This design comes from an exercise in tuning for small area on the open sky130 flow, not from production work.
RTL that was checked went through simulation tests only; none was proved equivalent to the original.
No activity file was given, so power comes from the tool's default toggle rates.

Design xbar_unmuxed, start of the top module:
module xbar_unmuxed (
  input  logic          clk_i,
  input  logic          arst_n_i,
  input  logic [63:0]   s_aw_addr,
  input  logic [1:0]    s_aw_valid,
  output logic [1:0]    s_aw_ready,
  input  logic [63:0]   s_w_data,
  input  logic [7:0]    s_w_strb,
  input  logic [1:0]    s_w_valid,
  output logic [1:0]    s_w_ready,
  output logic [3:0]    s_b_resp,
  output logic [1:0]    s_b_valid,
  input  logic [1:0]    s_b_ready,
  input  logic [63:0]   s_ar_addr,
  input  logic [1:0]    s_ar_valid,
  output logic [1:0]    s_ar_ready,
  output logic [63:0]   s_r_data,
  output logic [3:0]    s_r_resp,
  output logic [1:0]    s_r_valid,
  input  logic [1:0]    s_r_ready,
  output logic [191:0]  m_aw_addr,
  output logic [5:0]    m_aw_valid,
  input  logic [5:0]    m_aw_ready,
  output logic [191:0]  m_w_data,
  output logic [23:0]   m_w_strb,
  output logic [5:0]    m_w_valid,
  input  logic [5:0]    m_w_ready,
  input  logic [11:0]   m_b_resp,
  input  logic [5:0]    m_b_valid,
  output logic [5:0]    m_b_ready,
  output logic [191:0]  m_ar_addr,
  output logic [5:0]    m_ar_valid,
  input  logic [5:0]    m_ar_ready,
  input  logic [191:0]  m_r_data,
  input  logic [11:0]   m_r_resp,
  input  logic [5:0]    m_r_valid,
  output logic [5:0]    m_r_ready,
  input  logic [7:0]    map_idx_i,
  input  logic [127:0]  map_start_i,
  input  logic [127:0]  map_end_i,
  input  logic [1:0]    en_default_mst_i,
  input  logic [3:0]    default_mst_i
);
==> flow/config.mk <==
export PLATFORM = sky130hd
export DESIGN_NAME = xbar_unmuxed
export DESIGN_NICKNAME = xbar_unmuxed
export VERILOG_FILES = /design/flow/design.v
export SDC_FILE = /design/flow/constraint.sdc
export NUM_CORES = 4
export LEC_CHECK = 0
export CAP_MARGIN = 20
export CORE_AREA = 5 5 535 535
export DIE_AREA = 0 0 540 540
export SLEW_MARGIN = 20
export SYNTH_HIERARCHICAL = 1
export SYNTH_MINIMUM_KEEP_SIZE = 0
==> flow/constraint.sdc <==
create_clock -name core_clock -period 12.0 [get_ports {clk_i}]
set_input_delay 2.4000 -clock core_clock [delete_from_list [all_inputs] [get_ports {clk_i}]]
set_output_delay 2.4000 -clock core_clock [all_outputs]
set_load 0.01 [all_outputs]
run.sh (not shown) runs the stock make flow with config.mk's settings and CLKGATE_MAP_FILE= SYNTH_SCRIPT=/design/flow/synth_recipe.tcl, a recipe that flattens the netlist after the stock synthesis.
The starting point completed with no timing, DRC or antenna violations.
Then changed:
==> flow/flow/run.sh (new file) <==
#!/bin/bash
# The standard layout, with the port buffers made of the smallest buffer
# cell instead of the one buffer_ports picks by default. Every input and
# output port still gets its own buffer.
set -euo pipefail
bash standard.sh "BUFFER_PORTS_ARGS=-buffer_cell sky130_fd_sc_hd__buf_1" finish > standard.log 2>&1
==> flow/standard.sh (new file) <==
#!/bin/bash
# synth_recipe.tcl (not shown) runs the flow's synth.tcl, then flattens the netlist and writes it again
# the make line also repeats each setting of config.mk as NAME=value (left out here)
make -C /OpenROAD-flow-scripts/flow DESIGN_CONFIG=/design/flow/config.mk WORK_HOME=/design/flow/orfs CLKGATE_MAP_FILE= SYNTH_SCRIPT=/design/flow/synth_recipe.tcl "${@:-finish}"
removed: flow/run.sh
Hold slack degrades by 0.0032 ns.
Synthesized area is unchanged.
Clock skew climbs by 0.014 ns.
Maximum frequency barely changes.
Final area fell by 16%.
Cell count falls by 0.45%.
Total power came out lower by 9.4%.
Die area is unchanged.
Sequential cell count stays the same.
No run of this note included a check of the RTL's function; only the layout flow was run.

xbar_unmuxed, a different RTL version from the one above (not shown whole).
For scale: ~4600 cells after synthesis, roughly 1400 I/O pins, about 40000 sq um of cells after synthesis.
clock: 12.0 ns
lec_check: 0
cap_margin: 20
core_area: 5 5 535 535
cts_buf_list: sky130_fd_sc_hd__clkbuf_8
cts_cluster_diameter: 50
cts_cluster_size: 12
die_area: 0 0 540 540
slew_margin: 20
standard.sh (not shown) runs the stock make flow with config.mk's settings and CLKGATE_MAP_FILE= SYNTH_SCRIPT=/design/flow/synth_recipe.tcl, a recipe that flattens the netlist after the stock synthesis.
==> flow/flow/run.sh <==
#!/bin/bash
# The standard layout, with the port buffers made of the smallest buffer
# cell instead of the one buffer_ports picks by default. Every input and
# output port still gets its own buffer.
set -euo pipefail
bash standard.sh "BUFFER_PORTS_ARGS=-buffer_cell sky130_fd_sc_hd__buf_1" finish > standard.log 2>&1
The baseline finished clean.
==> next run, changes <==
==> flow/run.sh (new file) <==
#!/bin/bash
# synth_recipe.tcl (not shown) runs the flow's synth.tcl, then flattens the netlist and writes it again
# the make line also repeats each setting of config.mk as NAME=value (left out here)
make -C /OpenROAD-flow-scripts/flow DESIGN_CONFIG=/design/flow/config.mk WORK_HOME=/design/flow/orfs CLKGATE_MAP_FILE= SYNTH_SCRIPT=/design/flow/synth_recipe.tcl finish
Settings changed: CTS_BUF_LIST sky130_fd_sc_hd__clkbuf_8 to unset, CTS_CLUSTER_DIAMETER 50 to unset, CTS_CLUSTER_SIZE 12 to unset.
removed: flow/flow/run.sh
removed: flow/standard.sh
Worst setup slack loses 0.58 ns; critical path depth stays the same; clock-buffer cell count increases by 3.

[separate check: timing with driven ports]
No port has a modelled driver above. Below, the same layouts with a new extraction and two added sets of constraints.
Step 1 (the two cells are an assumption about what drives the block):
set clk [get_ports {clk_i}]
set_driving_cell -lib_cell sky130_fd_sc_hd__clkbuf_16 $clk
set_driving_cell -lib_cell sky130_fd_sc_hd__buf_2 [delete_from_list [all_inputs] $clk]
Step 2 moves the port delays by t, midway between the first and last clock arrival at a register: inputs arrive t later, outputs are due t later. That takes back most of the time a late clock gives input paths.
Slacks: ideal / step 1 / step 2; pairs: ideal / step 1.
run | shift t [ns] | setup WS [ns] | hold slack, ns
the first run of note 1 | 0.859 | 0.280 / 0.137 / 0.137 | 0.462 / 0.462 / 0.462
the second run of note 1 | 0.853 | 0.305 / 0.233 / 0.233 | 0.459 / 0.459 / 0.459
the first run of note 2 | 0.840 | 1.330 / 1.204 / 1.204 | 0.465 / 0.465 / 0.465
the second run of note 2 | 0.743 | 0.747 / 0.655 / 0.655 | 0.456 / 0.456 / 0.456
After both steps every run listed still meets setup and hold. The setup slack of the first run of note 1, which loses most, moves by -0.143 ns with the drivers and by -0.143 ns with both steps.
